From an optimization exercise on the open Yosys and OpenROAD flow, aimed at small area, a short achievable clock period and few clock cycles; shortcuts taken in it are not production practice.
In this exercise RTL edits were held to simulation tests only and were not proved equivalent to the original.

===== design.v =====
`default_nettype none
package bsc_pkg;
  localparam int unsigned MAX_PROCESSES_DEF = 16;
  localparam int unsigned MAX_RESOURCES_DEF = 8;
  localparam int unsigned COUNT_WIDTH_DEF   = 8;
  localparam logic [2:0] MODE_LOAD_ALLOC = 3'd0;
  localparam logic [2:0] MODE_LOAD_MAX   = 3'd1;
  localparam logic [2:0] MODE_LOAD_AVAIL = 3'd2;
  localparam logic [2:0] MODE_CHECK      = 3'd3;
  localparam logic [2:0] MODE_REQUEST    = 3'd4;
  localparam logic [1:0] ST_SAFE      = 2'd0;
  localparam logic [1:0] ST_UNSAFE    = 2'd1;
  localparam logic [1:0] ST_OVER_NEED = 2'd2;
  localparam logic [1:0] ST_OVER_AVL  = 2'd3;
  localparam logic KIND_SEQ     = 1'b0;
  localparam logic KIND_VERDICT = 1'b1;
  typedef struct packed {
    logic rd;
    logic cmp_fit;
    logic cmp_req;
    logic clr_flags;
    logic work_init;
    logic work_add;
    logic wr_grant;
    logic wr_back;
    logic avail_sub;
    logic avail_add;
    logic ord_wr;
    logic ord_rd;
    logic out_seq;
    logic out_verdict;
  } cmd_t;
  typedef struct packed {
    logic fits;
    logic need_bad;
    logic avail_bad;
    logic out_free;
  } stat_t;
endpackage
`default_nettype wire
`default_nettype none
module bankers_safety_check (
  input  wire         clk_i,
  input  wire         rst_ni,
  input  wire         psel,
  input  wire         penable,
  input  wire         pwrite,
  input  wire  [2:0]  paddr,
  input  wire  [31:0] pwdata,
  output logic [31:0] prdata,
  output logic        pready,
  input  wire         s_axis_tvalid,
  output logic        s_axis_tready,
  input  wire  [15:0] s_axis_tdata,
  input  wire  [2:0]  s_axis_tuser,
  input  wire         s_axis_tlast,
  output logic        m_axis_tvalid,
  input  wire         m_axis_tready,
  output logic [7:0]  m_axis_tdata,
  output logic [0:0]  m_axis_tuser,
  output logic        m_axis_tlast
);
  localparam int NP = 16;
  localparam int NR = 8;
  localparam int QD = 32;                  
  localparam int QW = $clog2(QD);
  function automatic logic le8(input logic [7:0] a, input logic [7:0] b);
    logic c;
    c = 1'b1;
    for (int k = 0; k < 8; k++) c = (~a[k] & b[k]) | (~a[k] & c) | (b[k] & c);
    le8 = c;
  endfunction
  function automatic logic [9:0] add9(input logic [8:0] a, input logic [8:0] b, input logic cin);
    add9 = {1'b0, a} + {1'b0, b} + {9'd0, cin};
  endfunction
  logic [4:0] num_proc_q;
  logic [3:0] num_res_q;
  logic       cfg_wr;
  assign pready = 1'b1;
  assign cfg_wr = psel && penable && pwrite;
  always_ff @(posedge clk_i or negedge rst_ni) begin
    if (!rst_ni) begin
      num_proc_q <= 5'd1;
      num_res_q  <= 4'd1;
    end else if (cfg_wr) begin
      if (!paddr[2]) num_proc_q <= pwdata[4:0];
      else           num_res_q  <= pwdata[3:0];
    end
  end
  assign prdata = paddr[2] ? {28'd0, num_res_q} : {27'd0, num_proc_q};
  logic [4:0]    np, np_d;
  logic [3:0]    npm1;               
  logic [NP-1:0] pmask, pmask_d;     
  logic [NR-1:0] rmask;              
  always_comb begin
    np_d = np;
    if (cfg_wr && !paddr[2])
      np_d = (pwdata[4:0] == 5'd0) ? 5'd1 : (pwdata[4:0] > 5'd16) ? 5'd16 : pwdata[4:0];
    for (int i = 0; i < NP; i++) pmask_d[i] = (i < np_d);
  end
  always_ff @(posedge clk_i or negedge rst_ni) begin
    if (!rst_ni) begin
      np    <= 5'd1;
      npm1  <= 4'd0;
      pmask <= 16'h0001;
      rmask <= 8'h01;
    end else if (cfg_wr) begin
      np    <= np_d;
      npm1  <= 4'(np_d - 5'd1);
      pmask <= pmask_d;
      if (paddr[2])
        for (int j = 0; j < NR; j++) rmask[j] <= (j == 0) || (j < pwdata[3:0]);
    end
  end
  logic          ir_v, ir_last;
  logic [2:0]    ir_mode;
  logic [7:0]    ir_amt;
  logic [NP-1:0] ir_psel, ir_pnext;
  logic [NR-1:0] ir_rsel;
  logic          ir_free, ir_start;    
  logic          ir_rql;               
  logic          ir_pok;               
  logic [NP-1:0] ir_aen;               
  logic          consume, in_acc, rdy_q;
  assign s_axis_tready = rdy_q;
  assign in_acc = s_axis_tvalid && rdy_q;
  always_ff @(posedge clk_i or negedge rst_ni) begin
    if (!rst_ni) begin
      ir_v <= 1'b0;
    end else begin
      ir_v <= ir_v_d;
    end
  end
  logic ir_v_d, ir_free_d, ir_start_d;
  always_comb begin
    for (int i = 0; i < NP; i++) ir_pnext[i] = in_acc ? (s_axis_tdata[3:0] == 4'(i)) : ir_psel[i];
    ir_v_d     = rdy_q ? s_axis_tvalid : ir_v;
    ir_free_d  = in_acc ? (s_axis_tuser[2] && s_axis_tuser != bsc_pkg::MODE_REQUEST) ||
                          (s_axis_tuser == bsc_pkg::MODE_REQUEST && !s_axis_tlast) : ir_free;
    ir_start_d = in_acc ? s_axis_tuser == bsc_pkg::MODE_CHECK ||
                          (s_axis_tuser == bsc_pkg::MODE_REQUEST && s_axis_tlast) : ir_start;
  end
  always_ff @(posedge clk_i) begin
    ir_psel <= ir_pnext;
    ir_pok  <= |(ir_pnext & pmask_d);
    if (in_acc) begin
      ir_mode  <= s_axis_tuser;
      ir_amt   <= s_axis_tdata[14:7];
      ir_last  <= s_axis_tlast;
      ir_free  <= ir_free_d;
      ir_start <= ir_start_d;
      ir_rql   <= s_axis_tuser == bsc_pkg::MODE_REQUEST && s_axis_tlast;
      for (int i = 0; i < NP; i++)
        ir_aen[i] <= s_axis_tuser == bsc_pkg::MODE_LOAD_ALLOC && s_axis_tdata[3:0] == 4'(i);
      for (int j = 0; j < NR; j++) ir_rsel[j] <= (s_axis_tdata[6:4] == 3'(j));
    end
  end
  typedef enum logic [2:0] {S_IDLE, S_RQ2, S_CMP, S_PICK, S_ADD, S_RB} state_e;
  state_e state_q, state_d;
  logic   is_idle_q, is_add_q;             
  logic [7:0]    alloc_q [NP][NR];
  logic [8:0]    diff_q  [NP][NR];    
  logic [7:0]    avail_q [NR];
  logic [7:0]    req_q   [NR];
  logic [7:0]    gq_q    [NR];        
  logic [7:0]    gq      [NR];
  logic [8:0]    work_q  [NR];        
  logic [NP-1:0] fits_q;              
  logic [NP-1:0] fin_q;
  logic [NP-1:0] ge_q;                
  logic [NP-1:0] hiok_q;              
  logic [3:0]    cnt_q;
  logic [NP-1:0] rsel_q;              
  logic [NP-1:0] xsel_q;              
  logic          rq_q;
  logic          nbad_q, abad_q;      
  logic          ld_q;                
  logic [5:0]    q_mem [QD];
  logic [QW:0]   q_wp_q, q_vp_q, q_rp_q;  
  logic          q_room_q;            
  logic          qw_v_q;              
  logic [QW-1:0] qw_a_q;
  logic [5:0]    qw_d_q;
  logic          pend_safe_q;
  logic [NP-1:0] run_mask_q, run_ge_q;
  logic          run_busy_q, run_act_q;
  logic          out_v_q, out_kind_q;
  logic [3:0]    out_proc_q;
  logic [1:0]    out_stat_q;
  logic exec, exec_chk, exec_rq;
  assign consume  = ir_v && rdy_q;
  assign exec     = consume;
  assign exec_chk = exec && ir_mode == bsc_pkg::MODE_CHECK;
  assign exec_rq  = exec && ir_rql;
  logic loop;
  assign loop = (state_q == S_PICK);
  logic [NP-1:0] fsel, asel, fsel_q;
  logic [7:0]    arow [NR];
  logic [8:0]    drow [NR];
  assign asel = fsel_q | xsel_q;    
  always_comb begin
    for (int j = 0; j < NR; j++) begin
      arow[j] = '0; drow[j] = '0;
      for (int i = 0; i < NP; i++) begin
        arow[j] |= {8{asel[i]}} & alloc_q[i][j];
        drow[j] |= {9{xsel_q[i]}} & diff_q[i][j];
      end
    end
  end
  logic [NP-1:0] fits, cand, hi, pre_c, pre_h, sel_c, sel_h;
  logic          found, any_hi, allfit;
  logic [3:0]    fidx;
  always_comb begin
    for (int i = 0; i < NP; i++) begin
      fits[i] = 1'b1;
      for (int j = 0; j < NR; j++)
        if (rmask[j] && !diff_q[i][j][8] && !work_q[j][8] && !le8(diff_q[i][j][7:0], work_q[j][7:0]))
          fits[i] = 1'b0;
    end
    cand = fits_q & ~fin_q;
    hi   = fits_q & hiok_q;
    pre_c[0] = 1'b0; pre_h[0] = 1'b0;
    for (int i = 1; i < NP; i++) begin
      pre_c[i] = pre_c[i-1] | cand[i-1];
      pre_h[i] = pre_h[i-1] | hi[i-1];
    end
    sel_c  = cand & ~pre_c;
    sel_h  = hi & ~pre_h;
    any_hi = |hi;
    found  = |cand;
    allfit = &(fits_q | fin_q);
    fsel   = any_hi ? sel_h : sel_c;
    fidx   = '0;
    for (int i = 0; i < NP; i++) if (fsel[i]) fidx |= 4'(i);
  end
  logic [NP-1:0] nu, nhi, pre_n, pre_nh, nsel, ssel, sge;
  logic [3:0]    nidx, sidx;
  logic          ncont, step, slast, fin_a, fin_b;
  always_comb begin
    nu  = ~fin_q;
    nhi = hiok_q;
    pre_n[0] = 1'b0; pre_nh[0] = 1'b0;
    for (int i = 1; i < NP; i++) begin
      pre_n[i]  = pre_n[i-1] | nu[i-1];
      pre_nh[i] = pre_nh[i-1] | nhi[i-1];
    end
    nsel  = (|nhi) ? (nhi & ~pre_nh) : (nu & ~pre_n);
    ncont = |(nsel & fits_q);
    nidx  = '0;
    for (int i = 0; i < NP; i++) if (nsel[i]) nidx |= 4'(i);
  end
  logic [NR-1:0] need_bad, avail_bad, nbad_v_q, abad_v_q;
  always_comb begin
    for (int j = 0; j < NR; j++) begin
      need_bad[j]  = rmask[j] && (drow[j][8] ? (gq[j] != 8'd0) : !le8(gq[j], drow[j][7:0]));
      avail_bad[j] = rmask[j] && !le8(gq[j], avail_q[j]);
    end
    nbad_q = |nbad_v_q;
    abad_q = |abad_v_q;
  end
  logic          ld_max_q;
  logic [NP-1:0] ld_psel_q;
  logic [NR-1:0] ld_rsel_q;
  logic [7:0]    ld_amt_q, ld_a_q, ld_d_q;
  logic [7:0]    a_old, d_old, ld_m, fwd_m;
  logic [8:0]    d_new;
  logic          fwd;
  always_comb begin
    ld_m  = 8'(add9({1'b0, ld_d_q}, {1'b0, ld_a_q}, 1'b0));
    fwd_m = ld_max_q ? ld_amt_q : ld_m;
    if (ld_max_q) d_new = add9({1'b0, ld_amt_q}, ~{1'b0, ld_a_q}, 1'b1);
    else          d_new = add9({1'b0, ld_m}, ~{1'b0, ld_amt_q}, 1'b1);
    fwd = ld_q && |(ld_psel_q & ir_psel) && |(ld_rsel_q & ir_rsel);
    a_old = '0; d_old = '0;
    for (int j = 0; j < NR; j++) begin
      a_old |= {8{ir_rsel[j]}} & arow[j];
      d_old |= {8{ir_rsel[j]}} & drow[j][7:0];
    end
  end
  logic       post, post_safe, post_vd;
  logic [1:0] post_code;
  logic       grant, rback;
  logic       ld_alloc, ld_max, ld_avail, ld_req;
  assign ld_alloc = exec && ir_mode == bsc_pkg::MODE_LOAD_ALLOC;
  assign ld_max   = exec && ir_mode == bsc_pkg::MODE_LOAD_MAX;
  assign ld_avail = exec && ir_mode == bsc_pkg::MODE_LOAD_AVAIL;
  assign ld_req   = exec && ir_mode == bsc_pkg::MODE_REQUEST;
  assign slast = cnt_q == npm1;
  assign fin_a = loop && found && !slast && !run_busy_q && allfit;
  assign fin_b = is_add_q && !slast && !run_busy_q && &(fits_q | fin_q);
  always_comb begin
    state_d = state_q;
    post = 1'b0; post_safe = 1'b0; post_vd = 1'b0; post_code = bsc_pkg::ST_SAFE;
    grant = 1'b0; rback = 1'b0; step = 1'b0;
    unique case (state_q)
      S_IDLE: begin
        if (exec_chk) state_d = S_PICK;
        if (exec_rq) begin
          if (!ir_pok) begin
            post = 1'b1; post_vd = 1'b1; post_code = bsc_pkg::ST_OVER_NEED;
          end else begin
            grant = 1'b1; state_d = S_RQ2;
          end
        end
      end
      S_RQ2: begin
        if (nbad_q || abad_q) begin
          post = 1'b1; post_vd = 1'b1;
          post_code = nbad_q ? bsc_pkg::ST_OVER_NEED : bsc_pkg::ST_OVER_AVL;
          rback = 1'b1; state_d = S_IDLE;
        end else begin
          state_d = S_PICK;
        end
      end
      S_CMP: state_d = S_PICK;
      S_RB: begin
        rback = 1'b1; state_d = S_IDLE;
      end
      S_ADD: begin
        if (fin_b) begin
          post = 1'b1; post_safe = 1'b1; state_d = S_IDLE;
        end else if (!ncont) begin
          state_d = S_CMP;
        end else begin
          step = 1'b1;
          if (slast) begin
            post = 1'b1; post_safe = 1'b1; state_d = S_IDLE;
          end
        end
      end
      default: ;
    endcase
    if (loop) begin
      if (!found) begin
        post = 1'b1; post_vd = 1'b1; post_code = bsc_pkg::ST_UNSAFE;
        state_d = rq_q ? S_RB : S_IDLE;
      end else if (fin_a) begin
        post = 1'b1; post_safe = 1'b1; state_d = S_IDLE;
      end else begin
        step = 1'b1;
        if (slast) begin
          post = 1'b1; post_safe = 1'b1; state_d = S_IDLE;
        end else begin
          state_d = S_ADD;
        end
      end
    end
  end
  logic in_chk_d;    
  assign in_chk_d = state_d == S_CMP || state_d == S_PICK || state_d == S_ADD;
  assign ssel = is_add_q ? nsel : fsel;
  assign sidx = is_add_q ? nidx : fidx;
  assign sge  = is_add_q ? ((|nhi) ? pre_nh : pre_n) : (any_hi ? pre_h : pre_c);
  always_ff @(posedge clk_i or negedge rst_ni) begin
    if (!rst_ni) begin
      state_q   <= S_IDLE;
      is_idle_q <= 1'b1;
      is_add_q  <= 1'b0;
    end else begin
      state_q   <= state_d;
      is_idle_q <= state_d == S_IDLE;
      is_add_q  <= state_d == S_ADD;
    end
  end
  logic [7:0] avail_d [NR];
  logic [7:0] avail_a [NR];
  always_comb begin
    for (int j = 0; j < NR; j++) begin
      gq[j] = !is_idle_q ? gq_q[j] : ir_rsel[j] ? ir_amt : req_q[j];
      avail_a[j] = add9({1'b0, avail_q[j]}, {1'b0, is_idle_q ? ~gq[j] : gq[j]}, is_idle_q);
      avail_d[j] = avail_q[j];
      if ((grant || rback) && rmask[j]) avail_d[j] = avail_a[j];
      else if (ld_avail && ir_rsel[j])  avail_d[j] = ir_amt;
    end
  end
  logic          upd, arith, arithd;
  logic [NP-1:0] arow_en, drow_en;
  logic [NR-1:0] col_en, dcol_en;
  logic [7:0]    awd [NR];
  logic [8:0]    dwd [NR];
  assign upd   = grant || rback;
  assign arith  = ir_rql || !is_idle_q;
  assign arithd = (ir_rql && !ld_q) || !is_idle_q;
  always_comb begin
    for (int i = 0; i < NP; i++) begin
      arow_en[i] = upd ? xsel_q[i] : (exec && ir_aen[i]);
      drow_en[i] = upd ? xsel_q[i] : (ld_q && ld_psel_q[i]);
    end
    for (int j = 0; j < NR; j++) begin
      col_en[j]  = upd ? rmask[j] : ir_rsel[j];
      dcol_en[j] = upd ? rmask[j] : ld_rsel_q[j];
      awd[j] = arith ? 8'(add9({1'b0, arow[j]}, {1'b0, is_idle_q ? gq[j] : ~gq[j]}, !is_idle_q)) : ir_amt;
      dwd[j] = arithd ? 9'(add9(drow[j], is_idle_q ? ~{1'b0, gq[j]} : {1'b0, gq[j]}, is_idle_q)) : d_new;
    end
  end
  always_ff @(posedge clk_i) begin
    for (int j = 0; j < NR; j++) begin
      avail_q[j] <= avail_d[j];
      if (ld_req && ir_rsel[j]) req_q[j] <= ir_amt;
      if (exec_rq) gq_q[j] <= gq[j];
      for (int i = 0; i < NP; i++) begin
        if (arow_en[i] && col_en[j]) alloc_q[i][j] <= awd[j];
        if (drow_en[i] && dcol_en[j]) diff_q[i][j] <= dwd[j];
      end
    end
    ld_max_q  <= ld_max;
    ld_psel_q <= ir_psel;
    ld_rsel_q <= ir_rsel;
    ld_amt_q  <= ir_amt;
    ld_a_q    <= (fwd && !ld_max) ? 8'd0 : a_old;
    ld_d_q    <= fwd ? fwd_m : d_old;
    if (is_idle_q) begin
      nbad_v_q <= need_bad;
      abad_v_q <= avail_bad;
    end
  end
  always_ff @(posedge clk_i) begin
    fsel_q <= (state_d == S_ADD) ? ssel : '0;
    fits_q <= fits;
    if (is_add_q && (state_d == S_ADD || state_d == S_CMP)) begin
      for (int j = 0; j < NR; j++) begin
        logic [8:0] s;
        s = 9'(add9({1'b0, work_q[j][7:0]}, {1'b0, arow[j]}, 1'b0));
        work_q[j] <= (work_q[j][8] || s[8]) ? 9'h100 : s;
      end
    end else if (!in_chk_d) begin
      for (int j = 0; j < NR; j++) work_q[j] <= {1'b0, avail_d[j]};
    end
  end
  always_ff @(posedge clk_i or negedge rst_ni) begin
    if (!rst_ni) begin
      fin_q <= '0; ge_q <= '1; hiok_q <= '1; cnt_q <= '0;
      rsel_q <= '0; xsel_q <= '0; rq_q <= 1'b0; ld_q <= 1'b0;
    end else begin
      ld_q <= ld_alloc || ld_max;
      if (step && state_d == S_ADD) begin
        fin_q  <= fin_q | ssel;
        ge_q   <= sge;
        hiok_q <= ~(fin_q | ssel) & sge;
        cnt_q  <= cnt_q + 4'd1;
      end else if (!in_chk_d) begin
        fin_q <= ~pmask; ge_q <= '1; hiok_q <= pmask; cnt_q <= '0;
      end
      if (exec_rq) begin
        rsel_q <= ir_psel;
        rq_q   <= 1'b1;
      end else if (exec_chk) begin
        rq_q   <= 1'b0;
      end
      if (state_d == S_RQ2)      xsel_q <= ir_psel;
      else if (state_d == S_RB)  xsel_q <= rsel_q;
      else if (state_d == S_ADD) xsel_q <= '0;
      else                       xsel_q <= ir_pnext;
    end
  end
  logic          out_free, q_pop, q_we, q_nonempty;
  logic [QW:0]   q_wp_d, q_rp_d, q_cnt_d;
  logic          q_room_d;
  logic [QW-1:0] q_wa;
  logic [5:0]    q_wd, q_head;
  assign out_free   = !out_v_q || m_axis_tready;
  assign q_head     = q_mem[q_rp_q[QW-1:0]];
  assign q_nonempty = q_vp_q != q_rp_q;
  assign q_pop      = out_free && !pend_safe_q && !run_act_q && q_nonempty;
  logic          run_step, run_end;
  logic [NP-1:0] r_hi, r_pre, r_preh, r_sel, r_ge;
  logic [3:0]    r_idx;
  assign run_step = out_free && !pend_safe_q &&
                    (run_act_q || (q_nonempty && q_head[5] && q_head[4]));
  always_comb begin
    r_hi = run_mask_q & run_ge_q;
    r_pre[0] = 1'b0; r_preh[0] = 1'b0;
    for (int i = 1; i < NP; i++) begin
      r_pre[i]  = r_pre[i-1] | run_mask_q[i-1];
      r_preh[i] = r_preh[i-1] | r_hi[i-1];
    end
    r_sel = (|r_hi) ? (r_hi & ~r_preh) : (run_mask_q & ~r_pre);
    r_ge  = (|r_hi) ? r_preh : r_pre;
    r_idx = '0;
    for (int i = 0; i < NP; i++) if (r_sel[i]) r_idx |= 4'(i);
    run_end = (run_mask_q & ~r_sel) == '0;
  end
  logic [QW:0] wp_c1, wp_1;
  assign wp_c1 = q_wp_q + (QW+1)'(cnt_q) + 1'b1;
  assign wp_1  = q_wp_q + 1'b1;
  always_comb begin
    q_we = post || step || fin_a || fin_b;
    q_wa = post_vd ? q_wp_q[QW-1:0] : q_wp_q[QW-1:0] + QW'(cnt_q);
    if (fin_a || fin_b)  q_wd = {1'b1, 1'b1, 4'b0000};
    else if (post_vd)    q_wd = {1'b1, 1'b0, 2'b00, post_code};
    else                 q_wd = {1'b0, post_safe, sidx};
    if (post_safe)       q_wp_d = wp_c1;
    else if (post_vd)    q_wp_d = wp_1;
    else                 q_wp_d = q_wp_q;
    q_rp_d  = q_pop ? q_rp_q + 1'b1 : q_rp_q;
    q_cnt_d = wp_c1 - q_rp_q;    
    q_room_d = ({1'b0, q_cnt_d} + 7'(np)) <= 7'(QD);
  end
  always_ff @(posedge clk_i or negedge rst_ni) begin
    if (!rst_ni) rdy_q <= 1'b1;
    else rdy_q <= !ir_v_d || ir_free_d ||
                  (state_d == S_IDLE && (!ir_start_d || (q_room_d && !(ld_alloc || ld_max))));
  end
  always_ff @(posedge clk_i) begin
    qw_a_q <= q_wa;
    qw_d_q <= q_wd;
    if (qw_v_q) q_mem[qw_a_q] <= qw_d_q;
    if (fin_a || fin_b) begin
      run_mask_q <= ~fin_q;
      run_ge_q   <= ge_q;
    end else if (run_step) begin
      run_mask_q <= run_mask_q & ~r_sel;
      run_ge_q   <= r_ge;
    end
  end
  always_ff @(posedge clk_i or negedge rst_ni) begin
    if (!rst_ni) begin
      q_wp_q <= '0; q_vp_q <= '0; q_rp_q <= '0; q_room_q <= 1'b1; qw_v_q <= 1'b0;
      pend_safe_q <= 1'b0; run_busy_q <= 1'b0; run_act_q <= 1'b0;
      out_v_q <= 1'b0; out_kind_q <= 1'b0; out_proc_q <= '0; out_stat_q <= '0;
    end else begin
      qw_v_q   <= q_we;
      q_wp_q   <= q_wp_d;
      q_vp_q   <= q_wp_q;
      q_rp_q   <= q_rp_d;
      q_room_q <= q_room_d;
      if (fin_a || fin_b) begin
        run_busy_q <= 1'b1;
      end else if (run_step && run_end) begin
        run_busy_q <= 1'b0;
      end
      if (run_step) run_act_q <= !run_end;
      if (out_free) out_v_q <= 1'b0;
      if (out_free && pend_safe_q) begin
        out_v_q     <= 1'b1;
        out_kind_q  <= bsc_pkg::KIND_VERDICT;
        out_proc_q  <= 4'd0;
        out_stat_q  <= bsc_pkg::ST_SAFE;
        pend_safe_q <= 1'b0;
      end else if (run_step) begin
        out_v_q     <= 1'b1;
        out_kind_q  <= bsc_pkg::KIND_SEQ;
        out_proc_q  <= r_idx;
        out_stat_q  <= bsc_pkg::ST_SAFE;
        pend_safe_q <= run_end;
      end else if (q_pop) begin
        out_v_q     <= 1'b1;
        out_kind_q  <= q_head[5];
        out_proc_q  <= q_head[5] ? 4'd0 : q_head[3:0];
        out_stat_q  <= q_head[5] ? q_head[1:0] : bsc_pkg::ST_SAFE;
        pend_safe_q <= !q_head[5] && q_head[4];
      end
    end
  end
  assign m_axis_tvalid = out_v_q;
  assign m_axis_tdata  = {2'b00, out_stat_q, out_proc_q};
  assign m_axis_tuser  = out_kind_q;
  assign m_axis_tlast  = out_kind_q;
endmodule
`default_nettype wire

===== run.sh =====
#!/bin/bash
# synth_recipe.tcl (not shown) runs the flow's synth.tcl, then flattens the netlist and writes it again
# the make line also repeats each setting of config.mk as NAME=value (left out here)
make -C /OpenROAD-flow-scripts/flow DESIGN_CONFIG=/design/flow/config.mk WORK_HOME=/design/flow/orfs CLKGATE_MAP_FILE= SYNTH_SCRIPT=/design/flow/synth_recipe.tcl finish

===== config.mk =====
export PLATFORM = sky130hd
export DESIGN_NAME = bankers_safety_check
export DESIGN_NICKNAME = bankers_safety_check
export VERILOG_FILES = /design/flow/design.v
export SDC_FILE = /design/flow/constraint.sdc
export NUM_CORES = 4
export LEC_CHECK = 0
export CAP_MARGIN = 20
export CORE_MARGIN = 2
export CORE_UTILIZATION = 50
export PLACE_DENSITY = 0.65
export SETUP_SLACK_MARGIN = 3.8
export SLEW_MARGIN = 20

===== constraint.sdc =====
create_clock -name core_clock -period 8.0 [get_ports {clk_i}]
set_input_delay 1.6000 -clock core_clock [delete_from_list [all_inputs] [get_ports {clk_i}]]
set_output_delay 1.6000 -clock core_clock [all_outputs]
set_load 0.01 [all_outputs]

==> results.toml, run 1 <==
[worst_setup_path]
startpoint_type = "register"
worstRegToRegCells = 12
path_max_fanout = 8
path_class = "register to register"
endpoint_kind = "register"
critPathRequiredTime_ns = 8.87
crit_arrival_ns = 5.29

[global_route]
grt_pass1_wl_um = 810000
grt_overflow = 0
grt_max_degree = 93
grt_pass1_vias = 102428
antenna_found_initial = 43
grtUsageTotal_pct = 40.5

[timing]
min_period_over_period_pct = 55.3
fmax_mhz = 226
grt_setup_unrepaired = "true"
final_max_slew_viol_count = 0
fin_setup_tns_ns = 0
min_period_ns = 4.42
setup_violations = 0
fin_worst_skew_ns = 0.0510
hold_viol = 0
worstMarginPinSlew_ns = 1.31
timing.max_slew.rel_slack_pct = 11.9

[synthesis]
ys_ff_latch = 2989
seq_area_frac_synth_pct = 61.7
synthesis.area_sq_um = 141000
synthFlopType = "edfxtp_1"
synth_edf_count = 2654
postSynth.asyncResetShare_pct = 5.42
yosysWarnings = 14
synth_cells = 11034
synth_cell_types = 106
synth_area_per_cell_sq_um = 12.8

[die]
fp.dieW_um = 536
start_util_pct = 50.2
fp-row-count = 195
die_y_um = 536
dieArea_sq_um = 287000
coreArea_sq_um = 282000
pin_count = 107

[clock_tree]
cts_root_buf = "clkbuf_16"
cts_tree = "built"
cts_buffers = 324
clock_path_buffers = 4
cts_sinks = 2989
h-tree-depth = 5
clk-insertion-delay-late_ns = 0.97
clkTransAtPathRegs_ns = 0.06

[place]
gp_congestion = 1.05
detailed_place_hpwl_um = 405000
port_buffers = 46

[min_path]
hold_class = "register to register"
hold_depth = 0

[final_layout]
area_growth_pct = 19.6
drive_gt1_share_pct = 20.0
final_net_count = 12078
fin_util_pct = 60.0

[drt]
ant_nets = 0
initialDrtViolationCount = 16883
drcViolationCount = 0
drt-pass1-iter-count = 10
num_vias = 110605
wirelength_um = 612000
wl_per_cell_um = 38.8
via_per_inst = 7.01

[job]
maxCapViolations = 0

[status]
status = "complete, no violations"
[stage by stage]
stage / area, sq um / std cells / hold slack (ns) / worst slack, ns
after floorplan: 142000 / 11062 / 0.343 / 3.80
after global placement: 147000 / 14546 / 0.412 / 2.28
after global routing: 169000 / 15744 / 0.427 / 3.68
final: 169000 / 15769 / 0.421 / 3.58
after CTS: 164000 / 15506 / 0.418 / 3.72
after detailed placement: 147000 / 14548 / 0.414 / 2.31
[layer usage]
layer	wire [um]	vias to the layer above	global-route usage, %
li1	-	44637	-
met1	219000	55436	53.1
met2	253000	8560	57.0
met3	87300	1946	13.7
met4	51300	26	27.0
met5	393	-	0
[kinds of logic after synthesis]
group | count (synthesis) | share of synthesized area, %
AO/OA/AOI/OAI | 3143 | 15.9
XOR/XNOR | 279 | 1.74
adder cells (fa/ha/maj) | 925 | 7.28
buffers and inverters | 1066 | 2.95
flip-flops | 2989 | 61.7
multiplexers | 229 | 2.17
other | 2 | 0.00531
AND/OR/NAND/NOR | 2401 | 8.29
[cell usage in the layout (no fill, tap or decap), types with 103 or more instances in the layout]
cell,count
o21ai_0,487
a221oi_2,103
a21o_1,189
xor2_1,119
mux2i_1,132
nand2_1,596
maj3_1,606
a22oi_1,289
a22o_1,455
nand3_1,145
a21oi_1,385
nand4_1,191
buf_4,658
a221oi_1,354
clkbuf_16,349
nor2_2,155
buf_12,115
nor2_1,453
nor2b_1,215
inv_1,372
nor3_1,109
dfxtp_1,156
xnor2_1,139
ha_1,231
edfxtp_1,2654
[synthesized netlist by cell type (132+ instances only)]
cell / n / area share, %
a21oi_1: 429 / 1.5
a22oi_1: 296 / 1.6
nand4_1: 191 / 0.85
a221oi_1: 466 / 2.9
mux2i_1: 132 / 0.93
o21ai_0: 620 / 2.2
nor2b_1: 217 / 0.96
a22o_1: 460 / 2.8
a21o_1: 207 / 1.1
xnor2_1: 150 / 0.93
clkbuf_1: 463 / 1.2
nand3_1: 150 / 0.53
ha_1: 258 / 2.3
inv_1: 398 / 1.1
nor2_1: 706 / 1.9
maj3_1: 627 / 4.4
edfxtp_1: 2654 / 56
dfxtp_1: 173 / 2.4
nand2_1: 603 / 1.6
[final cells by class]
| class | count | area, sq um |
|---|---|---|
| Antenna cell | 41 | 103 |
| Fill cell | 21757 | 113000 |
| Clock inverter | 182 | 1970 |
| Timing Repair inverter | 4 | 20.0 |
| Clock buffer | 410 | 8710 |
| Inverter | 428 | 1720 |
| Tap cell | 3743 | 4680 |
| Timing Repair Buffer | 961 | 10200 |
| Sequential cell | 2989 | 87400 |
| Multi-Input combinational cell | 7011 | 54300 |
[worst max-delay path, cell delays in order, from the launching register on]
cell and delay [ns]:
edfxtp_1 0.61, buf_6 0.16, nor2b_1 0.04, maj3_2 0.29, maj3_2 0.30, maj3_2 0.32, o211ai_1 0.87, o21a_2 0.33
nand4_1 0.16, a311oi_4 0.53, o41ai_4 0.21, nor4_2 0.20, buf_4 0.28
[path summary, 6_finish.rpt]
path                                        startpoint               endpoint  slack (ns)
worst max-delay path            work_q[7][0]$_DFFE_PP_  fits_q[11]$_SDFF_PP0_        3.58
worst min-delay path               ir_psel[14]$_DFF_P_  ld_psel_q[14]$_DFF_P_        0.42
worst max register to register  work_q[7][0]$_DFFE_PP_  fits_q[11]$_SDFF_PP0_        3.58
worst min register to register     ir_psel[14]$_DFF_P_  ld_psel_q[14]$_DFF_P_        0.42
max in group asynchronous                       rst_ni  q_rp_q[0]$_DFFE_PN0P_        5.48
min in group asynchronous                       rst_ni     is_add_q$_DFF_PN0_        0.76
[what timing repair did]
action | in CTS | in global routing
endpoints found under the setup margin | 4388 | 2288
resized for setup | 699 | 494
setup buffers | 345 | 197
hold buffers | 0 | 0
pin swaps | 139 | 203
gates cloned | 21 | 25
[registers in the layout, indices dropped and copies added, names as in the netlist, 64 cells and up]
signal,cells
diff_q,1152
req_q,64
alloc_q,1024
work_q,72
gq_q,64
q_mem,192
avail_q,64
Testbench counts, summed over its fixed seeds: cycles 10,997.
==> run 2: changes to the inputs <==
--- a/config.mk
+++ b/config.mk
@@ -7,7 +7,7 @@
 export LEC_CHECK = 0
 export CAP_MARGIN = 20
 export CORE_MARGIN = 2
-export CORE_UTILIZATION = 50
-export PLACE_DENSITY = 0.65
-export SETUP_SLACK_MARGIN = 3.8
+export CORE_UTILIZATION = 55
+export PLACE_DENSITY = 0.68
+export SETUP_SLACK_MARGIN = 4.1
 export SLEW_MARGIN = 20
==> run 2 against run 1 <==
  * Cell area is 4.7% higher
  * Via count is 3.5% higher
  * Largest cell class unchanged
  * First-iteration DRC count is 11% higher
  * Register-to-register slack better by 0.098 ns
  * Sequential share of layout area is 2.3 points lower
  * Clock skew is 0.030 ns higher
  * Non-clock buffer count is 409 higher
  * Synthesized cell count stayed put
  * Still clean
  * Critical path depth is 7 higher
  * Synthesized area stayed put
==> results.toml, run 2 <==
[clock_tree]
cts_sinks = 2989
clkTransAtPathRegs_ns = 0.06
cts_buffers = 323
cts_root_buf = "clkbuf_16"
clk-insertion-delay-late_ns = 0.98
clock_path_buffers = 4
h-tree-depth = 5
cts_tree = "built"

[synthesis]
yosysMostFrequentCell = "edfxtp_1"
synthesis.area_sq_um = 141000
synth_cells = 11034
synth_cell_types = 106
postSynth.asyncResetShare_pct = 5.42
synthTopCellsByArea = "edfxtp_1 (56%), maj3_1 (4.4%), a221oi_1 (2.9%)"
netlist.top_cell.by_area = "edfxtp_1"
synth_edf_count = 2654
yosysWarnings = 14
synth_area_per_cell_sq_um = 12.8
synthFlopType = "edfxtp_1"
ys_ff_latch = 2989
synth_top_area_share_pct = 56.4
yosys-top-cells-count = "edfxtp_1 (2654), nor2_1 (706), maj3_1 (627)"
seq_area_frac_synth_pct = 61.7

[global_route]
grt_busiest_layer = "met2"
grt_pass1_wl_um = 838000
gr-usage-met2_pct = 64.2
globalRouteMet1Util_pct = 58.7
antenna_found_initial = 44
grt.met3_usage_pct = 15.9
grt_pass1_vias = 107624
grtUsageTotal_pct = 45.8
grt_max_degree = 89
grt_overflow = 0

[drt]
wl_per_cell_um = 39.5
drcViolationCount = 0
drt-pass1-iter-count = 9
ant_nets = 0
num_vias = 114445
initialDrtViolationCount = 18796
wirelength_um = 625000
via_per_inst = 7.23

[final_layout]
fin_util_pct = 69.1
fillCellCount = 17470
reg.largest.list = "diff_q (1152), alloc_q (1024), q_mem (192)"
largest_register = "diff_q"
final_common_cell = "edfxtp_1"
mostFrequentLayoutCells = "edfxtp_1 (2654), buf_4 (879), nand2_1 (549)"
area_growth_pct = 25.2
fin_cells = 15836
drive_gt1_share_pct = 27.2
largest_reg_flops = 1152
final_net_count = 12521

[timing]
whs_ns = 0.424
min_period_ns = 4.32
min_period_over_period_pct = 54.1
timing.max_slew.rel_slack_pct = 7.15
final_max_slew_viol_count = 0
fmax_mhz = 231
fin_setup_tns_ns = 0
hold_viol = 0
setup_ws_ns = 3.68
setup_violations = 0
fin_worst_skew_ns = 0.0809
grt_setup_unrepaired = "true"
worstMarginPinSlew_ns = 1.39

[worst_setup_path]
critPathRequiredTime_ns = 8.72
path_class = "register to register"
startpoint_type = "register"
critPathSlowestCell = "dfrtp_4"
endpoint_kind = "register"
crit_chain = "buf_12 -> buf_4 -> buf_4 -> o21ai_0 -> nand4_1 -> nor4_4 -> buf_4 -> inv_1 -> a21oi_1 -> a21oi_1 -> fa_2 -> a21o_1 -> a21o_1 -> a21o_1 -> a21oi_2 -> xor2_2 -> buf_6 -> o21ai_4 -> buf_12"
max_stage_delay_ns = 0.52
crit_arrival_ns = 5.04
path_max_fanout = 9

[job]
maxCapViolations = 0

[die]
fp.dieW_um = 511
start_util_pct = 55.2
pin_count = 107
fp-row-count = 186
coreArea_sq_um = 256000
die_y_um = 511
dieArea_sq_um = 261000

[place]
gp_congestion = 1.03
detailed_place_hpwl_um = 400000
dp.cells = 14187
dpl_worst_slack_ns = 2.46
port_buffers = 46

[min_path]
hold_class = "register to register"

[status]
status = "complete, no violations"
run 2: cell types whose count changed in the layout (fill, tap and decap cells not counted), moves of 55 or more:
cell     delta
o21ai_0    -55
maj3_1    -115
nor2_4     +59
buf_6     +120
maj3_2    +115
buf_4     +221
run 2: critical path, delay by kind of cell, from the launching register on:
kind,cells,cell delay (ns)
compound gates,8,1.30
buf+inv,7,1.20
flops,1,0.52
simple gates,2,0.48
fa+ha+maj,1,0.43
xor+xnor,1,0.18
run 2: final cells by class:
type	instances	area (sq um)	area share [%]
Inverter	428	1770	0.998
Sequential cell	2989	87400	49.3
Tap cell	3384	4230	2.39
Antenna cell	31	77.6	0.0438
Multi-Input combinational cell	7040	58200	32.9
Timing Repair inverter	10	55.1	0.0311
Clock buffer	404	8520	4.81
Timing Repair Buffer	1370	14700	8.33
Clock inverter	180	2140	1.21
run 2: through the flow:
step	area, sq um
floorplan	143000
global placement	147000
detailed placement	147000
CTS	172000
global route	177000
finish	177000
run 2: final timing paths:
path,endpoint,depth (start not counted),start,slack [ns]
max in group asynchronous,xsel_q[14]$_DFF_PN0_,2,rst_ni,5.95
setup / recovery,alloc_q[74][6]$_DFFE_PP_,19,xsel_q[3]$_DFF_PN0_,3.68
setup reg to reg,alloc_q[74][6]$_DFFE_PP_,19,xsel_q[3]$_DFF_PN0_,3.68
hold reg to reg,ld_psel_q[8]$_DFF_P_,0,ir_psel[8]$_DFF_P_,0.42
min in group asynchronous,fin_q[12]$_DFFE_PN0P_,1,rst_ni,0.75
hold / removal,ld_psel_q[8]$_DFF_P_,0,ir_psel[8]$_DFF_P_,0.42
run 2: cells by family (layout without fill, tap and decap cells):
kind of cell | Yosys count | after routing | synth area share (%)
AO/OA/AOI/OAI | 3143 | 3170 | 15.9
flip-flops | 2989 | 2989 | 61.7
AND/OR/NAND/NOR | 2401 | 2407 | 8.29
buffers and inverters | 1066 | 2392 | 2.95
adder cells (fa/ha/maj) | 925 | 925 | 7.28
XOR/XNOR | 279 | 279 | 1.74
multiplexers | 229 | 229 | 2.17
other | 2 | 61 | 0.00531
run 2: repair_timing:
action / 4_1_cts / 5_1_grt
gates cloned: 66 / 24
pin swaps: 420 / 383
setup endpoints to repair: 4394 / 2907
resized for setup: 1439 / 728
buffers inserted: 732 / 211
hold buffers: 0 / 0
run 2: per-layer routing:
layer  vias up  routed length, um
li1      45572                  -
met4        30              59000
met3      2484              96100
met2      9660             255000
met5         -                243
met1     56699             215000
==> run 3: changes to the inputs <==
--- a/design.v
+++ b/design.v
@@ -39,6 +39,35 @@
 endpackage
 `default_nettype wire
 `default_nettype none
+module bsc_fits #(
+  parameter int NP = 16,
+  parameter int NR = 8
+) (
+  input  wire  [NP*NR*9-1:0] diff_i,     
+  input  wire  [NR*9-1:0]    work_i,     
+  input  wire  [NR-1:0]      rmask_i,    
+  output logic [NP-1:0]      fits_o
+);
+  function automatic logic le8(input logic [7:0] a, input logic [7:0] b);
+    logic c;
+    c = 1'b1;
+    for (int k = 0; k < 8; k++) c = (~a[k] & b[k]) | (~a[k] & c) | (b[k] & c);
+    le8 = c;
+  endfunction
+  always_comb begin
+    for (int i = 0; i < NP; i++) begin
+      fits_o[i] = 1'b1;
+      for (int j = 0; j < NR; j++) begin
+        logic [8:0] d, w;
+        d = diff_i[(i*NR+j)*9 +: 9];
+        w = work_i[j*9 +: 9];
+        if (rmask_i[j] && !d[8] && !w[8] && !le8(d[7:0], w[7:0])) fits_o[i] = 1'b0;
+      end
+    end
+  end
+endmodule
+`default_nettype wire
+`default_nettype none
 module bankers_safety_check (
   input  wire         clk_i,
   input  wire         rst_ni,
@@ -210,13 +239,20 @@
   logic [NP-1:0] fits, cand, hi, pre_c, pre_h, sel_c, sel_h;
   logic          found, any_hi, allfit;
   logic [3:0]    fidx;
+  logic [NP*NR*9-1:0] diff_flat;
+  logic [NR*9-1:0]    work_flat;
+  always_comb begin
+    for (int i = 0; i < NP; i++)
+      for (int j = 0; j < NR; j++) diff_flat[(i*NR+j)*9 +: 9] = diff_q[i][j];
+    for (int j = 0; j < NR; j++) work_flat[j*9 +: 9] = work_q[j];
+  end
+  bsc_fits #(.NP(NP), .NR(NR)) u_fits (
+    .diff_i  (diff_flat),
+    .work_i  (work_flat),
+    .rmask_i (rmask),
+    .fits_o  (fits)
+  );
   always_comb begin
-    for (int i = 0; i < NP; i++) begin
-      fits[i] = 1'b1;
-      for (int j = 0; j < NR; j++)
-        if (rmask[j] && !diff_q[i][j][8] && !work_q[j][8] && !le8(diff_q[i][j][7:0], work_q[j][7:0]))
-          fits[i] = 1'b0;
-    end
     cand = fits_q & ~fin_q;
     hi   = fits_q & hiok_q;
     pre_c[0] = 1'b0; pre_h[0] = 1'b0;
--- a/config.mk
+++ b/config.mk
@@ -7,7 +7,8 @@
 export LEC_CHECK = 0
 export CAP_MARGIN = 20
 export CORE_MARGIN = 2
-export CORE_UTILIZATION = 55
-export PLACE_DENSITY = 0.68
-export SETUP_SLACK_MARGIN = 4.1
+export CORE_UTILIZATION = 50
+export PLACE_DENSITY = 0.65
+export SETUP_SLACK_MARGIN = 3.8
 export SLEW_MARGIN = 20
+export SYNTH_HIERARCHICAL = 1
==> run 3 against run 2 <==
  * Core utilization decreased by 9.5 points
  * Synthesized cell count increased by 2.9%
  * Register-to-register slack got worse by 0.15 ns
  * Synthesized area increased by 1.5%
  * Clock skew decreased by 0.044 ns
  * Largest cell class unchanged
==> results.toml, run 3 <==
[status]
status = "complete, no violations"

[synthesis]
synth_cells = 11349
ys_ff_latch = 2989
synth_area_per_cell_sq_um = 12.6
synthesis.area_sq_um = 144000
synthFlopType = "edfxtp_1"
yosysMostFrequentCell = "edfxtp_1"
yosys-top-cells-count = "edfxtp_1 (2654), o21ai_0 (820), nor2_1 (689)"
postSynth.asyncResetShare_pct = 5.42
synth_cell_types = 112
seq_area_frac_synth_pct = 60.8
yosysWarnings = 21
netlist.top_cell.by_area = "edfxtp_1"
synth_edf_count = 2654
synth_top_area_share_pct = 55.5
synthTopCellsByArea = "edfxtp_1 (56%), a22o_1 (3.0%), a221oi_1 (2.9%)"

[clock_tree]
cts_sinks = 2989
cts_tree = "built"
clk-insertion-delay-late_ns = 0.97
clkTransAtPathRegs_ns = 0.07
h-tree-depth = 5
cts_root_buf = "clkbuf_16"
cts-hold-fix-buffers = 0
cts_buffers = 324
clock_path_buffers = 4

[drt]
wl_per_cell_um = 36.7
ant_nets = 0
via_per_inst = 7.14
num_vias = 114589
drcViolationCount = 0
initialDrtViolationCount = 19944
drt-pass1-iter-count = 10
wirelength_um = 589000

[global_route]
antenna_found_initial = 38
grt_overflow = 0
grtUsageTotal_pct = 38.0
grt_pass1_wl_um = 794000
grt_max_degree = 96
grt_pass1_vias = 105701

[job]
maxCapViolations = 0

[timing]
timing.max_slew.rel_slack_pct = 7.41
min_period_over_period_pct = 55.9
fmax_mhz = 224
grt_setup_unrepaired = "true"
fin_setup_tns_ns = 0
setup_violations = 0
final_max_slew_viol_count = 0
min_period_ns = 4.47
worstMarginPinSlew_ns = 1.38
whs_ns = 0.412
fin_worst_skew_ns = 0.0372
hold_viol = 0

[die]
fp-row-count = 196
fp.dieW_um = 540
coreArea_sq_um = 285000
pin_count = 107
dieArea_sq_um = 291000
start_util_pct = 50.3
die_y_um = 540

[final_layout]
mostFrequentLayoutCells = "edfxtp_1 (2654), o21ai_0 (722), buf_4 (649)"
area_growth_pct = 18.5
largest_register = "diff_q"
final_common_cell = "edfxtp_1"
final_net_count = 12337
reg.largest.list = "diff_q (1152), alloc_q (1024), q_mem (192)"
largest_reg_flops = 1152
fin_cells = 16046
drive_gt1_share_pct = 19.3

[min_path]
hold_class = "register to register"

[place]
dp.cells = 14878
detailed_place_hpwl_um = 374000
gp_congestion = 1.02
port_buffers = 46

[worst_setup_path]
critPathRequiredTime_ns = 8.75
crit_chain = "inv_1 -> maj3_1 -> a221oi_1 -> o211a_1 -> a2111oi_1 -> buf_4 -> nor4_2 -> nor4b_1"
path_class = "register to register"
max_stage_delay_ns = 0.99
endpoint_kind = "register"
crit_arrival_ns = 5.22
path_max_fanout = 16
critPathSlowestCell = "nor4_2"
startpoint_type = "register"
## run 3: cell types whose count changed in the layout (fill, tap and decap cells not counted), sizes merged, moves of 56 or more
cell	before	now
maj3	628	309
buf	1295	840
mux2	39	95
a21o	220	150
nand2b	103	239
a22oi	296	426
o21ai	641	839
inv	392	455
a222oi	18	97
## run 3: logic make-up (layout without fill, tap and decap cells)
| group | after synthesis | in the layout | synth area share (%) |
|---|---|---|---|
| flops | 2989 | 2989 | 60.8 |
| mux | 281 | 281 | 2.73 |
| buf+inv | 1127 | 1975 | 3.14 |
| simple gates | 2441 | 2443 | 8.42 |
| xor+xnor | 244 | 244 | 1.50 |
| other cells | 2 | 72 | 0.00523 |
| compound gates | 3659 | 3674 | 18.4 |
| fa+ha+maj | 606 | 606 | 4.97 |
## run 3: what timing repair did
item / CTS / global route
pin swaps: 145 / 218
setup buffers: 276 / 189
gates cloned: 30 / 40
endpoints found under the setup margin: 4256 / 1738
resized for setup: 549 / 440
## run 3: metal layers
layer	part of all wire [%]	vias up	global-route usage, %
met5	0.048	-	0.164
met3	15	2307	12.2
met4	8.7	26	26.4
met1	35	56192	49.1
met2	42	9949	54.4
li1	-	46115	-
## run 3: final timing paths
path,startpoint,end,slack (ns),cells past startpoint
max,work_q[4][1]$_DFFE_PP_,fits_q[12]$_DFF_P_,3.53,8
min,ir_psel[7]$_DFF_P_,ld_psel_q[7]$_DFF_P_,0.41,0
max reg2reg,work_q[4][1]$_DFFE_PP_,fits_q[12]$_DFF_P_,3.53,8
min reg2reg,ir_psel[7]$_DFF_P_,ld_psel_q[7]$_DFF_P_,0.41,0
max in group asynchronous,rst_ni,q_rp_q[0]$_DFFE_PN0P_,5.67,2
min in group asynchronous,rst_ni,fin_q[4]$_DFFE_PN0P_,0.73,1
## run 3: per-stage QoR
step                      setup WS (ns)  area (sq um)  util [%]
after floorplan                    3.80        144000         -
after global placement             2.13        149000      52.4
after detailed placement           2.05        150000      52.5
after CTS                          3.71        165000      58.0
after global routing               3.59        170000      59.6
final                              3.53        170000      59.6
## run 3: worst max-delay path: cells and delay by family, from the launching register on
kind | cells | cell delay, ns
fa+ha+maj | 1 | 0.49
buf+inv | 2 | 0.58
simple gates | 2 | 1.86
compound gates | 3 | 0.70
flops | 1 | 0.62
## run 3: area by class of cell
cell class / instances / area (sq um)
fill: 21902 / 115000
timing repair buffer: 928 / 9890
antenna: 41 / 103
clock inverter: 183 / 1820
sequential: 2989 / 87400
multi-input combinational: 7279 / 55700
tap: 3762 / 4710
clock buffer: 408 / 8650
inverter: 456 / 1760
Testbench counts of run 3, summed over its fixed seeds: cycles 10,997.
==> run 4: changes to the inputs <==
--- a/design.v
+++ b/design.v
@@ -193,6 +193,7 @@
   logic [7:0]    req_q   [NR];
   logic [7:0]    gq_q    [NR];        
   logic [7:0]    gq      [NR];
+  logic [7:0]    gpre_q  [NR];        
   logic [8:0]    work_q  [NR];        
   logic [NP-1:0] fits_q;              
   logic [NP-1:0] fin_q;
@@ -209,7 +210,10 @@
   logic          q_room_q;            
   logic          qw_v_q;              
   logic [QW-1:0] qw_a_q;
-  logic [5:0]    qw_d_q;
+  logic [1:0]    qw_k_q;              
+  logic          qw_ps_q;             
+  logic [1:0]    qw_code_q;
+  logic [NP-1:0] qw_sel_q;            
   logic          pend_safe_q;
   logic [NP-1:0] run_mask_q, run_ge_q;
   logic          run_busy_q, run_act_q;
@@ -238,7 +242,6 @@
   end
   logic [NP-1:0] fits, cand, hi, pre_c, pre_h, sel_c, sel_h;
   logic          found, any_hi, allfit;
-  logic [3:0]    fidx;
   logic [NP*NR*9-1:0] diff_flat;
   logic [NR*9-1:0]    work_flat;
   always_comb begin
@@ -266,11 +269,8 @@
     found  = |cand;
     allfit = &(fits_q | fin_q);
     fsel   = any_hi ? sel_h : sel_c;
-    fidx   = '0;
-    for (int i = 0; i < NP; i++) if (fsel[i]) fidx |= 4'(i);
   end
   logic [NP-1:0] nu, nhi, pre_n, pre_nh, nsel, ssel, sge;
-  logic [3:0]    nidx, sidx;
   logic          ncont, step, slast, fin_a, fin_b;
   always_comb begin
     nu  = ~fin_q;
@@ -282,8 +282,6 @@
     end
     nsel  = (|nhi) ? (nhi & ~pre_nh) : (nu & ~pre_n);
     ncont = |(nsel & fits_q);
-    nidx  = '0;
-    for (int i = 0; i < NP; i++) if (nsel[i]) nidx |= 4'(i);
   end
   logic [NR-1:0] need_bad, avail_bad, nbad_v_q, abad_v_q;
   always_comb begin
@@ -385,7 +383,6 @@
   logic in_chk_d;    
   assign in_chk_d = state_d == S_CMP || state_d == S_PICK || state_d == S_ADD;
   assign ssel = is_add_q ? nsel : fsel;
-  assign sidx = is_add_q ? nidx : fidx;
   assign sge  = is_add_q ? ((|nhi) ? pre_nh : pre_n) : (any_hi ? pre_h : pre_c);
   always_ff @(posedge clk_i or negedge rst_ni) begin
     if (!rst_ni) begin
@@ -402,7 +399,7 @@
   logic [7:0] avail_a [NR];
   always_comb begin
     for (int j = 0; j < NR; j++) begin
-      gq[j] = !is_idle_q ? gq_q[j] : ir_rsel[j] ? ir_amt : req_q[j];
+      gq[j] = !is_idle_q ? gq_q[j] : gpre_q[j];
       avail_a[j] = add9({1'b0, avail_q[j]}, {1'b0, is_idle_q ? ~gq[j] : gq[j]}, is_idle_q);
       avail_d[j] = avail_q[j];
       if ((grant || rback) && rmask[j]) avail_d[j] = avail_a[j];
@@ -433,6 +430,9 @@
     for (int j = 0; j < NR; j++) begin
       avail_q[j] <= avail_d[j];
       if (ld_req && ir_rsel[j]) req_q[j] <= ir_amt;
+      if (in_acc)
+        gpre_q[j] <= (s_axis_tdata[6:4] == 3'(j)) ? s_axis_tdata[14:7] :
+                     (ld_req && ir_rsel[j]) ? ir_amt : req_q[j];
       if (exec_rq) gq_q[j] <= gq[j];
       for (int i = 0; i < NP; i++) begin
         if (arow_en[i] && col_en[j]) alloc_q[i][j] <= awd[j];
@@ -493,7 +493,17 @@
   logic [QW:0]   q_wp_d, q_rp_d, q_cnt_d;
   logic          q_room_d;
   logic [QW-1:0] q_wa;
-  logic [5:0]    q_wd, q_head;
+  logic [5:0]    q_head, qw_d;
+  always_comb begin
+    logic [3:0] k;
+    k = '0;
+    for (int i = 0; i < NP; i++) if (qw_sel_q[i]) k |= 4'(i);
+    unique case (qw_k_q)
+      2'd1:    qw_d = {1'b1, 1'b0, 2'b00, qw_code_q};
+      2'd2:    qw_d = {1'b1, 1'b1, 4'b0000};
+      default: qw_d = {1'b0, qw_ps_q, k};
+    endcase
+  end
   assign out_free   = !out_v_q || m_axis_tready;
   assign q_head     = q_mem[q_rp_q[QW-1:0]];
   assign q_nonempty = q_vp_q != q_rp_q;
@@ -522,9 +532,6 @@
   always_comb begin
     q_we = post || step || fin_a || fin_b;
     q_wa = post_vd ? q_wp_q[QW-1:0] : q_wp_q[QW-1:0] + QW'(cnt_q);
-    if (fin_a || fin_b)  q_wd = {1'b1, 1'b1, 4'b0000};
-    else if (post_vd)    q_wd = {1'b1, 1'b0, 2'b00, post_code};
-    else                 q_wd = {1'b0, post_safe, sidx};
     if (post_safe)       q_wp_d = wp_c1;
     else if (post_vd)    q_wp_d = wp_1;
     else                 q_wp_d = q_wp_q;
@@ -539,8 +546,11 @@
   end
   always_ff @(posedge clk_i) begin
     qw_a_q <= q_wa;
-    qw_d_q <= q_wd;
-    if (qw_v_q) q_mem[qw_a_q] <= qw_d_q;
+    qw_k_q    <= (fin_a || fin_b) ? 2'd2 : post_vd ? 2'd1 : 2'd0;
+    qw_ps_q   <= post_safe;
+    qw_code_q <= post_code;
+    qw_sel_q  <= ssel;
+    if (qw_v_q) q_mem[qw_a_q] <= qw_d;
     if (fin_a || fin_b) begin
       run_mask_q <= ~fin_q;
       run_ge_q   <= ge_q;
==> run 4 against run 3 <==
  * Clock skew rose by 0.094 ns
  * Synthesized cell count is 2.6% higher
  * Sequential share of layout area increased by 0.30 points
  * Largest cell class unchanged
  * Setup slack gained 0.14 ns
  * Still clean
  * First-iteration DRC count increased by 0.85%
  * Cell area increased by 1.2%
  * Flip-flop and latch count is 78 higher
==> results.toml, run 4 <==
[worst_setup_path]
crit_chain = "buf_12 -> or2_4 -> buf_12 -> buf_16 -> a22oi_2 -> nand4_1 -> nor2_2 -> buf_6 -> clkinvlp_4 -> buf_6 -> ha_4 -> a21o_1 -> a31o_4 -> a21o_1 -> a31o_4 -> a21oi_4 -> xnor2_4 -> a21oi_4 -> clkbuf_16"
critPathSlowestCell = "dfrtp_4"
path_max_fanout = 8
crit_buf_inv = 7
startpoint_type = "register"
crit_family = "compound AO/OA/AOI/OAI gates"
max_stage_delay_ns = 0.56
critPathRequiredTime_ns = 8.75
path_class = "register to register"
endpoint_kind = "register"
crit_arrival_ns = 5.08

[die]
fp-row-count = 198
pin_count = 107
fp.dieW_um = 544
coreArea_sq_um = 290000
start_util_pct = 50.2
dieArea_sq_um = 296000
die_y_um = 544

[timing]
min_period_ns = 4.33
grt_setup_unrepaired = "true"
fin_setup_tns_ns = 0
min_period_over_period_pct = 54.1
fin_worst_skew_ns = 0.131
timing.max_slew.rel_slack_pct = 7.59
final_max_slew_viol_count = 0
setup_violations = 0
setup_ws_ns = 3.67
worstMarginPinSlew_ns = 1.38
hold_viol = 0
fmax_mhz = 231

[final_layout]
area_growth_pct = 18.1
drive_gt1_share_pct = 19.4
largest_register = "diff_q"
final_common_cell = "edfxtp_1"
fin_cells = 16413
reg.largest.list = "diff_q (1152), alloc_q (1024), q_mem (192)"
mostFrequentLayoutCells = "edfxtp_1 (2654), nand2_1 (750), o21ai_0 (703)"
largest_reg_flops = 1152
final_net_count = 12551

[clock_tree]
h-tree-depth = 5
cts_tree = "built"
clk-insertion-delay-late_ns = 1.03
clock_path_buffers = 4
cts_sinks = 3067
cts_root_buf = "clkbuf_16"
clkTransAtPathRegs_ns = 0.06
cts-hold-fix-buffers = 0
cts_buffers = 331

[min_path]
hold_class = "register to register"

[drt]
ant_nets = 0
num_vias = 115633
drcViolationCount = 0
drt-pass1-iter-count = 14
wirelength_um = 608000
via_per_inst = 7.05
wl_per_cell_um = 37.1
initialDrtViolationCount = 20113

[synthesis]
synthTopCellsByArea = "edfxtp_1 (55%), dfxtp_1 (3.5%), a22o_1 (2.8%)"
ys_ff_latch = 3067
synth_edf_count = 2654
synth_cells = 11644
yosysMostFrequentCell = "edfxtp_1"
postSynth.asyncResetShare_pct = 5.28
synthFlopType = "edfxtp_1"
synth_cell_types = 104
yosysWarnings = 22
synth_area_per_cell_sq_um = 12.5
synthesis.area_sq_um = 146000
netlist.top_cell.by_area = "edfxtp_1"
synth_top_area_share_pct = 54.7
seq_area_frac_synth_pct = 61.0
yosys-top-cells-count = "edfxtp_1 (2654), o21ai_0 (802), nand2_1 (761)"

[place]
detailed_place_hpwl_um = 403000
dp.cells = 15299
port_buffers = 46
dpl_worst_slack_ns = 1.94
gp_congestion = 0.999

[global_route]
antenna_found_initial = 59
grt_pass1_vias = 107579
grt_max_degree = 98
grt_overflow = 0
grt_pass1_wl_um = 825000
grtUsageTotal_pct = 39.6

[job]
maxCapViolations = 0

[status]
status = "complete, no violations"
-- run 4: metal layers --
| metal | track usage, % | routed length, um |
|---|---|---|
| met1 | 50.6 | 212000 |
| met2 | 56.7 | 253000 |
| met3 | 13.2 | 89900 |
| met4 | 27.8 | 52600 |
| met5 | 0 | 328 |
-- run 4: what timing repair did --
item / in CTS / in global routing
setup endpoints to repair: 4360 / 1440
gates cloned: 23 / 15
gates resized for setup: 706 / 375
pin swaps: 154 / 185
buffers inserted: 273 / 141
-- run 4: cell type report --
cell class / count / area (sq um)
clock buffers: 426 / 8860
well taps: 3900 / 4880
fillers: 22911 / 118000
repair buffers: 848 / 8850
diodes: 52 / 130
inverters: 504 / 1930
flip-flops and latches: 3067 / 88900
clock inverters: 178 / 1920
multi-input cells: 7438 / 56500
-- run 4: per-stage QoR --
step	hold slack [ns]	util [%]	cell area [sq um]
floorplan	0.346	-	146000
global placement	0.412	52.3	152000
detailed placement	0.412	52.3	152000
CTS	0.378	58.0	168000
global route	0.387	59.2	172000
finish	0.346	59.2	172000
-- run 4: worst paths after layout --
| path | startpoint | slack (ns) | cells after the start | endpoint |
|---|---|---|---|---|
| max | xsel_q[7]$_DFF_PN0_ | 3.67 | 19 | alloc_q[124][7]$_DFFE_PP_ |
| min | ir_psel[12]$_DFF_P_ | 0.35 | 0 | ld_psel_q[12]$_DFF_P_ |
| max reg2reg | xsel_q[7]$_DFF_PN0_ | 3.67 | 19 | alloc_q[124][7]$_DFFE_PP_ |
| min reg2reg | ir_psel[12]$_DFF_P_ | 0.35 | 0 | ld_psel_q[12]$_DFF_P_ |
| max in group asynchronous | rst_ni | 5.66 | 2 | xsel_q[10]$_DFF_PN0_ |
| min in group asynchronous | rst_ni | 0.80 | 1 | cnt_q[0]$_DFFE_PN0P_ |
-- run 4: cells by family (layout without fill, tap and decap cells) --
kind of cell / count (synthesis) / count (layout) / share of synthesized area, %
xor gates and xnor gates: 274 / 274 / 1.66
muxes: 322 / 322 / 2.87
AOI/OAI and AO/OA: 3606 / 3612 / 17.7
buffers and inverters: 1183 / 1956 / 3.25
other: 2 / 83 / 0.00516
adders and majority gates: 599 / 599 / 4.84
and+or+nand+nor: 2591 / 2600 / 8.67
DFF: 3067 / 3067 / 61.0
Testbench counts of run 4, summed over its fixed seeds: cycles 10,997.
==> run 5: changes to the inputs <==
--- a/config.mk
+++ b/config.mk
@@ -9,6 +9,6 @@
 export CORE_MARGIN = 2
 export CORE_UTILIZATION = 50
 export PLACE_DENSITY = 0.65
-export SETUP_SLACK_MARGIN = 3.8
+export SETUP_SLACK_MARGIN = 3.6
 export SLEW_MARGIN = 20
 export SYNTH_HIERARCHICAL = 1
==> run 5 against run 4 <==
  * Routed wire length down 2.5%
  * Global-route usage down 0.85 points
  * Maximum frequency is 4.2% lower
  * Cell area decreased by 2.5%
  * Core utilization fell by 1.5 points
  * Clock skew decreased by 0.023 ns
  * Synthesized area stayed put
  * Flip-flop and latch count stayed put
  * Clock-buffer cell count shrank 7
  * Hold slack gained 0.070 ns
  * Sequential share of layout area grew 1.3 points
==> results.toml, run 5 <==
[synthesis]
synth_xor_area_share_pct = 1.66
synthSimpleGateAreaFrac_pct = 8.67
yosys-top-cells-count = "edfxtp_1 (2654), o21ai_0 (802), nand2_1 (761)"
synth_top_family_by_area = "compound AO/OA/AOI/OAI gates"
synthesis.area_sq_um = 146000
yosys.area_share.adder_pct = 4.84
synth_top_area_share_pct = 54.7
synthFlopType = "edfxtp_1"
synth_edf_count = 2654
synthMuxAreaShare_pct = 2.87
ys_ff_latch = 3067
synth_cell_types = 104
synthTopCellsByArea = "edfxtp_1 (55%), dfxtp_1 (3.5%), a22o_1 (2.8%)"
synth_compound_gate_area_share_pct = 17.7
synth_area_per_cell_sq_um = 12.5
yosysWarnings = 22
yosysMostFrequentCell = "edfxtp_1"
seq_area_frac_synth_pct = 61.0
synth_cells = 11644
netlist.top_cell.by_area = "edfxtp_1"
postSynth.asyncResetShare_pct = 5.28

[clock_tree]
clkTransAtPathRegs_ns = 0.07
clock_path_buffers = 4
cts-hold-fix-buffers = 0
cts_sinks = 3067
h-tree-depth = 5
cts_tree = "built"
cts_buffers = 328
clk-insertion-delay-late_ns = 1.04
cts_root_buf = "clkbuf_16"

[final_layout]
largest_register = "diff_q"
largest_reg_flops = 1152
final_common_cell = "edfxtp_1"
multi_input_comb_area_sq_um = 55400
fillCellCount = 23176
seqCellArea_sq_um = 88900
drive_gt1_share_pct = 16.2
area_growth_pct = 15.2
reg.largest.list = "diff_q (1152), alloc_q (1024), q_mem (192)"
fin_area_sq_um = 168000
final_net_count = 12330
mostFrequentLayoutCells = "edfxtp_1 (2654), nand2_1 (755), o21ai_0 (739)"

[global_route]
grt_pass1_vias = 107036
grt_pass1_wl_um = 813000
grt_overflow = 0
grtUsageTotal_pct = 38.8
antenna_found_initial = 59
grt_max_degree = 74

[place]
gp_congestion = 1.02
dpl_worst_slack_ns = 1.98
post_dp_cell_area_sq_um = 151000
detailed_place_hpwl_um = 401000
port_buffers = 46

[min_path]
hold_class = "register to register"
hold_depth = 0

[timing]
fin_worst_skew_ns = 0.108
min_period_over_period_pct = 56.5
fmax_mhz = 221
worstMarginPinSlew_ns = 1.30
final_max_slew_viol_count = 0
setup_ws_ns = 3.48
fin_setup_tns_ns = 0
grt_setup_unrepaired = "true"
hold_viol = 0
setup_violations = 0
timing.max_slew.rel_slack_pct = 10.9
min_period_ns = 4.52

[die]
fp-row-count = 198
start_util_pct = 50.2
fp.dieW_um = 544
dieArea_sq_um = 296000
die_y_um = 544
coreArea_sq_um = 290000
pin_count = 107

[drt]
initialDrtViolationCount = 19499
wirelength_um = 593000
via_per_inst = 7.04
drcViolationCount = 0
num_vias = 113661
drt-pass1-iter-count = 13
ant_nets = 0
wl_per_cell_um = 36.8

[worst_setup_path]
endpoint_kind = "register"
critPathRequiredTime_ns = 8.66
path_class = "register to register"
crit_arrival_ns = 5.18
path_max_fanout = 68
worstRegToRegCells = 10
startpoint_type = "register"

[job]
maxCapViolations = 0

[status]
status = "complete, no violations"
[run 5: cell count changes in the layout (fill, tap and decap cells not counted), sizes merged, moves of 4 or more]
cell,previous run,this run
clkdlybuf4s50,38,42
diode,52,15
clkinvlp,17,13
dlygate4sd2,4,0
buf,786,591
or2,31,27
bufbuf,4,0
clkinv,136,128
bufinv,33,27
clkbuf,442,425
o21ai,820,815
inv,496,504
[run 5: through the flow]
stage                     hold slack, ns  std cells  util [%]
final                              0.415      16141      57.8
after global routing               0.433      16130      57.8
after CTS                          0.416      16041      57.1
after detailed placement           0.407      15256      52.1
after global placement             0.405      15250      52.1
after floorplan                    0.346      11673         -
[run 5: cells by family after synthesis]
family,count (synthesis)
AO/OA/AOI/OAI,3606
XOR/XNOR,274
adder cells (fa/ha/maj),599
buffers and inverters,1183
flip-flops,3067
multiplexers,322
other,2
AND/OR/NAND/NOR,2591
[run 5: worst paths after layout]
path | start | endpoint | slack (ns)
setup reg to reg | xsel_q[7]$_DFF_PN0_ | diff_q[89][7]$_DFFE_PP_ | 3.48
hold reg to reg | ir_psel[12]$_DFF_P_ | ld_psel_q[12]$_DFF_P_ | 0.42
max in group asynchronous | rst_ni | xsel_q[10]$_DFF_PN0_ | 6.08
min in group asynchronous | rst_ni | rmask[3]$_DFFE_PN0P_ | 0.49
hold / removal | ir_psel[12]$_DFF_P_ | ld_psel_q[12]$_DFF_P_ | 0.42
setup / recovery | xsel_q[7]$_DFF_PN0_ | diff_q[89][7]$_DFFE_PP_ | 3.48
[run 5: repair_timing]
action,in CTS,in global routing
setup endpoints to repair,3948,1698
pin swaps,84,50
endpoints found under the hold margin,0,0
setup buffers,193,79
gates resized for setup,554,207
cloned,5,5
[run 5: critical path, stage by stage (launching register included)]
cell      delay [ns]
dfrtp_4         0.59
buf_12          0.24
a22o_1          0.37
a221oi_1        0.37
nand4_1         0.75
ha_1            0.67
o21ai_0         0.10
nand2b_1        0.08
o31ai_1         0.07
xnor2_1         0.20
a21o_1          0.56
[run 5: layout make-up]
| type | count | share of cell area (%) |
|---|---|---|
| diodes | 15 | 0.0224 |
| clock buffers | 419 | 5.25 |
| clock inverters | 168 | 1.06 |
| inverters | 504 | 1.14 |
| multi-input cells | 7428 | 33.0 |
| flip-flops and latches | 3067 | 53.0 |
| well taps | 3900 | 2.91 |
| repair buffers | 640 | 3.60 |
[run 5: per-layer routing]
layer  share of wire, %  GRT usage (%)  vias to the layer above  routed length (um)
met5               0.10          0.487                        -                 613
met4                7.5           24.0                       46               44600
met3                 15           12.9                     1926               86700
met2                 42           55.5                     8981              248000
met1                 36           50.7                    56436              213000
li1                   -              -                    46272                   -

==> static timing again, ports no longer ideal <==
No port has a modelled driver above. Below, the same layouts with a new extraction and two added sets of constraints. Step 1, drivers: a clkbuf_16 drives clk_i and a buf_2 each remaining input, both assumed. Step 2 times the ports against the registers' clock, not the clock port: input delays grow and output delays shrink by t, the midpoint of the rising clock arrivals with the driver on. Three values: no drivers, after step 1, after step 2; two values: the first two.
run	shift t [ns]	slack for setup (ns)	worst setup path at the end
run 1	1.053	3.578 / 3.578 / 3.063	input to register
run 2	1.031	3.676 / 3.676 / 3.275	input to register
run 3	1.047	3.529 / 3.529 / 3.030	input to register
run 4	1.077	3.672 / 3.672 / 3.303	input to register
run 5	1.081	3.481 / 3.481 / 3.130	input to register
After both steps setup and hold are still met in every run listed. The setup slack of run 1, which loses most, moves by 0.000 ns with the drivers and by -0.515 ns with both steps.
